Background: an optimization exercise with open tools, aiming at small area and a short achievable clock period. Do not read the settings as production practice. In this exercise RTL edits were held to simulation tests only and were not proved equivalent to the original.

## maf_rr_scheduler
module maf_rr_scheduler (
  input  logic        clk,
  input  logic        rst,
  input  logic [3:0]  in_valid,
  input  logic [39:0] in_data,
  output logic [3:0]  in_ready,
  input  logic [3:0]  clr,
  output logic        out_valid,
  input  logic        out_ready,
  output logic [9:0]  out_data,
  output logic [1:0]  out_ch,
  output logic        out_primed
);
  localparam logic [9:0] Q0 = 10'd477;
  localparam logic [3:0] R0 = 4'd13;
  function automatic logic [19:0] cadd10(input logic [9:0] a, input logic [9:0] b);
    logic [9:0] g, p, gg, pp, gn, pn, s0, s1;
    g  = a & b;
    p  = a ^ b;
    gg = g;
    pp = p;
    for (int d = 1; d < 10; d = d * 2) begin
      for (int i = 0; i < 10; i++) begin
        if (i >= d) begin
          gn[i] = gg[i] | (pp[i] & gg[i-d]);
          pn[i] = pp[i] & pp[i-d];
        end else begin
          gn[i] = gg[i];
          pn[i] = pp[i];
        end
      end
      gg = gn;
      pp = pn;
    end
    s0[0] = p[0];
    s1[0] = ~p[0];
    for (int i = 1; i < 10; i++) begin
      s0[i] = p[i] ^ gg[i-1];
      s1[i] = p[i] ^ (gg[i-1] | pp[i-1]);
    end
    cadd10 = {s1, s0};
  endfunction
  function automatic logic [15:0] incdec8(input logic [7:0] x);
    logic [7:0] ci, bi;
  ...
For scale: about 650 flip-flops, ~69 I/O pins, about 0.025 mm^2 of cells after synthesis.
Settings: LEC_CHECK=0, CAP_MARGIN=20, CORE_MARGIN=2, CORE_UTILIZATION=40, SLEW_MARGIN=20; clock period 17.0 ns.
standard.sh (not shown) runs the stock make flow with config.mk's settings and CLKGATE_MAP_FILE= SYNTH_SCRIPT=/design/flow/synth_recipe.tcl, a recipe that flattens the netlist after the stock synthesis.
==> flow/flow/run.sh <==
#!/bin/bash
# Standard layout, with repair_timing aiming for a larger setup slack so the
# achieved clock period (not just the 17 ns target) is optimised.
set -euo pipefail
bash standard.sh SETUP_SLACK_MARGIN=10 finish > standard.log 2>&1
The first run produced a clean layout.
Rerun with:
==> flow/run.sh (new file) <==
#!/bin/bash
# synth_recipe.tcl (not shown) runs the flow's synth.tcl, then flattens the netlist and writes it again
# the make line also repeats each setting of config.mk as NAME=value (left out here)
make -C /OpenROAD-flow-scripts/flow DESIGN_CONFIG=/design/flow/config.mk WORK_HOME=/design/flow/orfs CLKGATE_MAP_FILE= SYNTH_SCRIPT=/design/flow/synth_recipe.tcl finish
SETUP_SLACK_MARGIN = 5   (was not set)
removed: flow/flow/run.sh
removed: flow/standard.sh
Result: Non-clock buffer count went down by 149; synthesized cell count stays the same; setup slack is worse by 1500 ps; via count went down by 7.8%; utilization went down by 4.4 points; routed wire length went down by 15%; flip-flop and latch count does not change; area after synthesis does not change.
Rerun with:
CTS_BUF_LIST = sky130_fd_sc_hd__clkbuf_4 sky130_fd_sc_hd__clkbuf_8   (was not set)
CTS_CLUSTER_SIZE = 40   (was not set)
- routed wire length stays flat
- cell count increases slightly
- critical path depth stays the same
- synthesized area stays the same
- cell area decreases slightly
- register-to-register slack is worse by 110 ps
- setup slack is worse by 37 ps
Rerun with:
CTS_BUF_LIST = not set   (was sky130_fd_sc_hd__clkbuf_4 sky130_fd_sc_hd__clkbuf_8)
CTS_CLUSTER_SIZE = not set   (was 40)
SETUP_SLACK_MARGIN = not set   (was 5)
What happened: The new run passed the timing, design-rule and antenna checks; die area stays the same; worst hold slack improves by 11 ps; final area hardly moves.

========
main:
Another version of the RTL of maf_rr_scheduler (not shown whole).
For scale: about 660 flip-flops, about 69 I/O pins, about 28,000 µm² of cells after synthesis.
==> flow/config.mk <==
export PLATFORM = sky130hd
export DESIGN_NAME = maf_rr_scheduler
export DESIGN_NICKNAME = maf_rr_scheduler
export VERILOG_FILES = /design/flow/design.v
export SDC_FILE = /design/flow/constraint.sdc
export NUM_CORES = 4
export LEC_CHECK = 0
export CAP_MARGIN = 20
export CORE_MARGIN = 2
export CORE_UTILIZATION = 65
export CTS_BUF_LIST = sky130_fd_sc_hd__clkbuf_16
export CTS_CLUSTER_DIAMETER = 120
export CTS_CLUSTER_SIZE = 24
export SLEW_MARGIN = 20
==> flow/constraint.sdc <==
create_clock -name core_clock -period 17.0 [get_ports {clk}]
set_input_delay 3.4000 -clock core_clock [delete_from_list [all_inputs] [get_ports {clk}]]
set_output_delay 3.4000 -clock core_clock [all_outputs]
set_load 0.01 [all_outputs]
==> flow/flow/run.sh <==
#!/bin/bash
# Standard layout (the standard.sh, unchanged synthesis), with:
#  - repair_timing aiming for a larger setup slack, so the achieved clock
#    period (not just the 17 ns target) is optimised;
#  - port buffers of a plain buf_2 cell (the resizer still sizes them).
set -euo pipefail
bash standard.sh SETUP_SLACK_MARGIN=10 "BUFFER_PORTS_ARGS=-buffer_cell sky130_fd_sc_hd__buf_2" finish > standard.log 2>&1
main | status: complete | timing, DRC, antenna: pass
Setup changes, main to the feature branch
Settings: CTS_CLUSTER_SIZE removed (was 24); CTS_CLUSTER_DIAMETER removed (was 120); CORE_UTILIZATION changed from 65 to 40; CTS_BUF_LIST removed (was sky130_fd_sc_hd__clkbuf_16).
--- outcome ---
[compare] base=main new=the feature branch: register-to-register slack went down; sequential share of layout area now sits lower.
Lower wire length on met2 was reported by main, not the feature branch.
Wire length went up by a few percent going from main to the feature branch.
[compare] base=main new=the feature branch: final critical delay including setup and external delays now smaller, core utilization moved down, via count increased by 1.9% relative to the old numbers.

========
Another version of the RTL of maf_rr_scheduler (not shown whole).
Size in the first run: ~1600 cells after synthesis, about 670 flip-flops, about 69 I/O pins.
export LEC_CHECK = 0
export CAP_MARGIN = 20
export CORE_MARGIN = 2
export CORE_UTILIZATION = 65
export CTS_BUF_LIST = sky130_fd_sc_hd__clkbuf_16
export CTS_CLUSTER_DIAMETER = 120
export CTS_CLUSTER_SIZE = 24
export SLEW_MARGIN = 20
create_clock -name core_clock -period 17.0 [get_ports {clk}]
Scripts as last shown in full above: flow/flow/run.sh
==> next run, changes <==
--- a/flow/flow/run.sh
+++ b/flow/flow/run.sh
@@ -5,3 +5,3 @@
 #  - port buffers of a plain buf_2 cell (the resizer still sizes them).
 set -euo pipefail
-bash standard.sh SETUP_SLACK_MARGIN=10 "BUFFER_PORTS_ARGS=-buffer_cell sky130_fd_sc_hd__buf_2" finish > standard.log 2>&1
+bash standard.sh SETUP_SLACK_MARGIN=11 "BUFFER_PORTS_ARGS=-buffer_cell sky130_fd_sc_hd__buf_2" finish > standard.log 2>&1
The new run completed with no timing, DRC or antenna violations.
Final cell count rose slightly.
Worst setup slack loses 64 ps.
Final area rose by a few percent.
Die area does not change.
Utilization rose by 1.6 points.
Hold slack loses 3.7 ps.
Flip-flop and latch count stays the same.
Via count rose by a few percent.
Routed wire length rose by a few percent.
Register-to-register slack loses 80 ps.
Non-clock buffer count rose by 43.
==> next run, changes <==
--- a/flow/flow/run.sh
+++ b/flow/flow/run.sh
@@ -5,3 +5,3 @@
 #  - port buffers of a plain buf_2 cell (the resizer still sizes them).
 set -euo pipefail
-bash standard.sh SETUP_SLACK_MARGIN=11 "BUFFER_PORTS_ARGS=-buffer_cell sky130_fd_sc_hd__buf_2" finish > standard.log 2>&1
+bash standard.sh SETUP_SLACK_MARGIN=9 "BUFFER_PORTS_ARGS=-buffer_cell sky130_fd_sc_hd__buf_2" finish > standard.log 2>&1
Result: Design area shrinks by a few percent; final cell count shrinks by a few percent; global-route usage shrinks by 1.2 points; clock skew shrinks by 25 ps.

========
## build 76
The RTL this note starts from:
==> flow/design.v <==
module maf_rr_scheduler (
  input  logic        clk,
  input  logic        rst,
  input  logic [3:0]  in_valid,
  input  logic [39:0] in_data,
  output logic [3:0]  in_ready,
  input  logic [3:0]  clr,
  output logic        out_valid,
  input  logic        out_ready,
  output logic [9:0]  out_data,
  output logic [1:0]  out_ch,
  output logic        out_primed
);
  localparam logic [9:0] Q0 = 10'd477;
  localparam logic [6:0] R0 = 7'd13;
  function automatic logic [19:0] cadd10(input logic [9:0] a, input logic [9:0] b);
    logic [9:0] g, p, gg, pp, s0, s1;
    g  = a & b;
    p  = a ^ b;
    gg = g;
    pp = p;
    for (int l = 0; l < 4; l++) begin
      for (int i = 0; i < 10; i++) begin
        if (((i >> l) & 1) == 1) begin
          gg[i] = gg[i] | (pp[i] & gg[((i >> l) << l) - 1]);
          pp[i] = pp[i] & pp[((i >> l) << l) - 1];
        end
      end
    end
    s0[0] = p[0];
    s1[0] = ~p[0];
    for (int i = 1; i < 10; i++) begin
      s0[i] = p[i] ^ gg[i-1];
      s1[i] = p[i] ^ (gg[i-1] | pp[i-1]);
    end
    cadd10 = {s1, s0};
  endfunction
  function automatic logic [19:0] csa10(input logic [9:0] a, input logic [9:0] b,
                                        input logic [9:0] c, input logic ci);
    logic [9:0] s, k;
    s = a ^ b ^ c;
    k = (a & b) | (a & c) | (b & c);
    csa10 = {k[8:0], ci, s};
  endfunction
  function automatic logic [15:0] incdec8(input logic [7:0] x);
    logic [7:0] ci, bi;
    ci[0] = 1'b1;
    bi[0] = 1'b1;
    for (int i = 1; i < 8; i++) begin
      ci[i] = ci[i-1] & x[i-1];
      bi[i] = bi[i-1] & ~x[i-1];
    end
    incdec8 = {x ^ bi, x ^ ci};
  endfunction
  logic [3:0][13:0][9:0] hist_q;
  logic [3:0][9:0]       q_q;
  logic [3:0][6:0]       r_q;
  logic [3:0][3:0]       fill_q;
  logic [1:0]            last_q;
  logic [3:0]            lasth_q;    
  logic        out_valid_q;
  logic [9:0]  out_data_q;
  logic [1:0]  out_ch_q;
  logic        out_primed_q;
  logic [3:0] elig, gnt;
  logic [1:0] grant;
  logic       found, space, take, accept;
  assign elig  = in_valid & ~clr;
  assign found = |elig;
  always_comb begin
    case (last_q)
      2'd0:    gnt = elig[1] ? 4'b0010 : elig[2] ? 4'b0100 : elig[3] ? 4'b1000 : elig[0] ? 4'b0001 : 4'b0000;
      2'd1:    gnt = elig[2] ? 4'b0100 : elig[3] ? 4'b1000 : elig[0] ? 4'b0001 : elig[1] ? 4'b0010 : 4'b0000;
      2'd2:    gnt = elig[3] ? 4'b1000 : elig[0] ? 4'b0001 : elig[1] ? 4'b0010 : elig[2] ? 4'b0100 : 4'b0000;
      default: gnt = elig[0] ? 4'b0001 : elig[1] ? 4'b0010 : elig[2] ? 4'b0100 : elig[3] ? 4'b1000 : 4'b0000;
    endcase
  end
  assign grant    = {gnt[3] | gnt[2], gnt[3] | gnt[1]};
  assign space    = !out_valid_q || out_ready;
  assign take     = found && space;
  assign accept   = take && !rst;
  always_comb begin
    for (int i = 0; i < 4; i++) begin
      logic blk;
      blk = 1'b0;
      for (int j = 0; j < 4; j++)
        for (int l = 0; l < 4; l++)
          if (j != i && ((j - l + 3) % 4) < ((i - l + 3) % 4))
            blk = blk | (elig[j] & lasth_q[l]);
      in_ready[i] = elig[i] & !blk & space & !rst;
    end
  end
  logic [3:0][9:0] samp;
  logic [3:0][6:0] rr, dd;
  logic [3:0][5:0] sd;
  logic [3:0]      prim, empty;
  always_comb begin
    for (int i = 0; i < 4; i++) begin
      samp[i]  = in_data[10*i +: 10] ^ 10'h200;
      prim[i]  = fill_q[i][3] & fill_q[i][2] & fill_q[i][1];
      empty[i] = fill_q[i] == 4'd0;
      rr[i]    = empty[i] ? 7'd13 :
                 {{4{r_q[i][6]}}, r_q[i][6:4]} + {3'b0, r_q[i][3:0]};
      dd[i]    = {1'b0, samp[i][9:4]} + {5'b0, samp[i][9:8]};
      sd[i]    = {2'b0, samp[i][3:0]} + {2'b0, samp[i][7:4]} + {4'b0, samp[i][9:8]};
    end
  end
  logic [3:0] gq, go;
  logic       ge, gp;
  logic [9:0] q_g, o_g;
  logic [5:0] sd_g;
  logic [6:0] rr_g, dd_g;
  logic [2:0] rh_g;
  logic       primed;
  always_comb begin
    gq     = gnt & ~empty;
    go     = gnt & prim;
    ge     = |(gnt & empty);
    gp     = |(gnt & ~prim);
    q_g    = ge ? Q0 : 10'd0;
    rh_g   = ge ? R0[6:4] : 3'd0;
    o_g    = gp ? 10'd512 : 10'd0;
    rr_g   = '0;
    dd_g   = '0;
    sd_g   = '0;
    for (int i = 0; i < 4; i++) begin
      q_g    = q_g    | (gq[i]  ? q_q[i]          : 10'd0);
      rh_g   = rh_g   | (gq[i]  ? r_q[i][6:4]     : 3'd0);
      o_g    = o_g    | (go[i]  ? hist_q[i][13]   : 10'd0);
      rr_g   = rr_g   | (gnt[i] ? rr[i]           : 7'd0);
      dd_g   = dd_g   | (gnt[i] ? dd[i]           : 7'd0);
      sd_g   = sd_g   | (gnt[i] ? sd[i]           : 6'd0);
    end
    primed = |go;
  end
  logic [19:0] ad_t, cs_r, ad_r, cs_a, ad_y, cs_n1, cs_n2, ad_n;
  logic [6:0]  t, po, r_new;
  logic [9:0]  y, quot, q_new;
  logic        nz;
  assign ad_t  = cadd10({3'b0, rr_g}, {4'b0, sd_g});
  assign t     = ad_t[6:0];
  assign nz = !(t == 7'd0 || t == 7'd15 || t == 7'd30 || t == 7'd45);
  logic [9:0]      a;
  logic [7:0]      ah;
  logic [1:0]      al;
  logic [15:0]     id_a;
  logic [7:0]      ahm, ahp;
  logic [5:0][9:0] cand;
  logic [4:0]      fo;
  assign cs_a  = csa10(q_g, {{7{rh_g[2]}}, rh_g}, {3'b0, dd_g}, 1'b0);
  assign ad_y  = cadd10(cs_a[9:0], cs_a[19:10]);
  assign a     = ad_y[9:0];
  assign ah    = a[9:2];
  assign al    = a[1:0];
  assign id_a  = incdec8(ah);
  assign ahp   = id_a[7:0];
  assign ahm   = id_a[15:8];
  always_comb begin
    cand[0] = {(al == 2'd0) ? ahm : ah, al - 2'd1};
    cand[1] = a;
    cand[2] = {(al == 2'd3) ? ahp : ah, al + 2'd1};
    cand[3] = {al[1]        ? ahp : ah, ~al[1], al[0]};
    cand[4] = {(al != 2'd0) ? ahp : ah, al - 2'd1};
    cand[5] = {ahp, al};
    fo[0] = t[6];
    fo[1] = !t[6] && t < 7'd15;
    fo[2] = !t[6] && t >= 7'd15 && t < 7'd30;
    fo[3] = !t[6] && t >= 7'd30 && t < 7'd45;
    fo[4] = !t[6] && t >= 7'd45;
    y = '0;
    for (int f = 0; f < 5; f++)
      if (fo[f])
        y = y | ((nz && !cand[f][9]) ? cand[f+1] : cand[f]);
  end
  assign quot  = y ^ 10'h200;
  assign po    = {3'b0, o_g[3:0]} + {3'b0, o_g[7:4]} + {5'b0, o_g[9:8]};
  assign ad_r  = cadd10({3'b0, t}, {3'b111, ~po});
  assign r_new = ad_r[16:10];
  assign cs_n1 = csa10(cs_a[9:0], cs_a[19:10], ~{4'b0, o_g[9:4]}, 1'b1);
  assign cs_n2 = csa10(cs_n1[9:0], cs_n1[19:10], ~{8'b0, o_g[9:8]}, 1'b1);
  assign ad_n  = cadd10(cs_n2[9:0], cs_n2[19:10]);
  assign q_new = ad_n[9:0];
  always_ff @(posedge clk) begin
    for (int i = 0; i < 4; i++)
      if (take && gnt[i]) begin
        hist_q[i] <= {hist_q[i][12:0], samp[i]};
        q_q[i]    <= q_new;
        r_q[i]    <= r_new;
      end
  end
  always_ff @(posedge clk or posedge rst) begin
    if (rst) begin
      fill_q       <= '0;
      last_q       <= 2'd3;
      lasth_q      <= 4'b1000;
      out_valid_q  <= 1'b0;
      out_data_q   <= '0;
      out_ch_q     <= '0;
      out_primed_q <= 1'b0;
    end else begin
      for (int i = 0; i < 4; i++) begin
        if (clr[i])
          fill_q[i] <= '0;
        else if (take && gnt[i] && fill_q[i] != 4'd15)
          fill_q[i] <= fill_q[i] + 4'd1;
      end
      if (take) begin
        last_q       <= grant;
        lasth_q      <= gnt;
        out_valid_q  <= 1'b1;
        out_data_q   <= quot;
        out_ch_q     <= grant;
        out_primed_q <= primed;
      end else if (out_ready) begin
        out_valid_q  <= 1'b0;
      end
    end
  end
  assign out_valid  = out_valid_q;
  assign out_data   = out_data_q;
  assign out_ch     = out_ch_q;
  assign out_primed = out_primed_q;
endmodule
export LEC_CHECK = 0
export CAP_MARGIN = 20
export CORE_MARGIN = 2
export CORE_UTILIZATION = 75
export CTS_BUF_LIST = sky130_fd_sc_hd__clkbuf_16
export CTS_CLUSTER_DIAMETER = 120
export CTS_CLUSTER_SIZE = 24
export SLEW_MARGIN = 20
create_clock -name core_clock -period 17.0 [get_ports {clk}]
==> flow/flow/run.sh <==
#!/bin/bash
# Standard layout (the standard.sh, unchanged synthesis), with:
#  - repair_timing aiming for a larger setup slack, so the achieved clock
#    period (not just the 17 ns target) is optimised;
#  - port buffers of a plain buf_2 cell (the resizer still sizes them).
set -euo pipefail
bash standard.sh SETUP_SLACK_MARGIN=9 "BUFFER_PORTS_ARGS=-buffer_cell sky130_fd_sc_hd__buf_2" finish > standard.log 2>&1
Build 76 completed every stage of the flow, and the final layout passed the timing, design-rule and antenna checks.
## Diff of input files: build 63 against build 76
--- a/flow/flow/run.sh
+++ b/flow/flow/run.sh
@@ -6,2 +6,2 @@
 set -euo pipefail
-bash standard.sh SETUP_SLACK_MARGIN=9 "BUFFER_PORTS_ARGS=-buffer_cell sky130_fd_sc_hd__buf_2" finish > standard.log 2>&1
+bash standard.sh SETUP_SLACK_MARGIN=8 "BUFFER_PORTS_ARGS=-buffer_cell sky130_fd_sc_hd__buf_2" finish > standard.log 2>&1
--- a/flow/config.mk
+++ b/flow/config.mk
@@ -9,3 +9,3 @@
 export CORE_MARGIN = 2
-export CORE_UTILIZATION = 75
+export CORE_UTILIZATION = 65
 export CTS_BUF_LIST = sky130_fd_sc_hd__clkbuf_16
--- outcome ---
Re final area: build 63 is about 5% down on build 76. Diff build 76 and build 63: number of iterations in the first detailed-routing pass lower in build 63. Highest achievable clock rate (lower): build 63. Going from build 76 to build 63, share of final layout cell area taken by non-clock buffers shrinks by 2.8 points. Build 63 vs build 76, highest layer used for signal routing: met4 vs met5.
> inputs changed (build 63 -> build 68)
--- a/flow/flow/run.sh
+++ b/flow/flow/run.sh
@@ -6,2 +6,2 @@
 set -euo pipefail
-bash standard.sh SETUP_SLACK_MARGIN=8 "BUFFER_PORTS_ARGS=-buffer_cell sky130_fd_sc_hd__buf_2" finish > standard.log 2>&1
+bash standard.sh SETUP_SLACK_MARGIN=9 "BUFFER_PORTS_ARGS=-buffer_cell sky130_fd_sc_hd__buf_2" finish > standard.log 2>&1
## What came out
Build 63 vs build 68, endpoint of the worst setup timing path: out_data_q[4]$_DFFE_PP0P_ vs out_data_q[3]$_DFFE_PP0P_. Going from build 63 to build 68, met1 capacity usage during global routing grew by 0.59 points; number of setup buffers added after CTS grew by 60; clock period minus worst slack shrank by 0.48 ns; worst setup margin grew by 0.48 ns. The final setup violation count of build 63 and that of build 68 are within noise of each other.

==> port drivers added, routing unchanged <==
In the flow no input, the clock included, has a driving cell. The finished layouts below were timed again as built, in two steps.
Step 1: set_driving_cell puts a clkbuf_16 on clk and a buf_2 on each other input, an assumption about the parent block.
Step 2 times the ports against the registers' clock, not the clock port: input delays grow and output delays shrink by t, the midpoint of the rising clock arrivals with the driver on.
a / b / c = no drivers / after step 1 / after step 2; a / b = the first two.
run	t, ns	setup slack, ns	worst setup path at the end	clock arrival spread, ns	cell pins on the clock port's net
the first run of note 1	0.657	6.805 / 6.761 / 6.103	input to register	0.029 / 0.029	1
the second run of note 1	0.643	5.352 / 5.377 / 4.733	input to register	0.032 / 0.031	1
the third run of note 1	0.718	5.315 / 5.335 / 4.618	input to register	0.031 / 0.031	1
the fourth run of note 1	0.642	3.558 / 3.590 / 2.948	input to register	0.017 / 0.018	1
main	0.676	8.673 / 8.691 / 8.015	input to register	0.041 / 0.042	1
the feature branch	0.674	8.789 / 8.797 / 8.123	input to register	0.038 / 0.038	1
the first run of note 3	0.660	9.311 / 9.271 / 8.739	input to register	0.037 / 0.038	1
the second run of note 3	0.650	9.247 / 9.179 / 8.629	input to register	0.048 / 0.048	1
the third run of note 3	0.651	9.064 / 9.017 / 8.454	input to register	0.023 / 0.023	1
build 76	0.694	8.285 / 8.316 / 7.622	input to register	0.067 / 0.067	1
build 63	0.655	8.220 / 8.255 / 7.600	input to register	0.030 / 0.030	1
build 68	0.672	8.698 / 8.711 / 8.039	input to register	0.035 / 0.035	1
After both steps setup and hold are still met in every run listed. For the first run of note 1, which loses most, drivers alone change the setup slack by -0.044 ns; drivers and shift together by -0.702 ns.
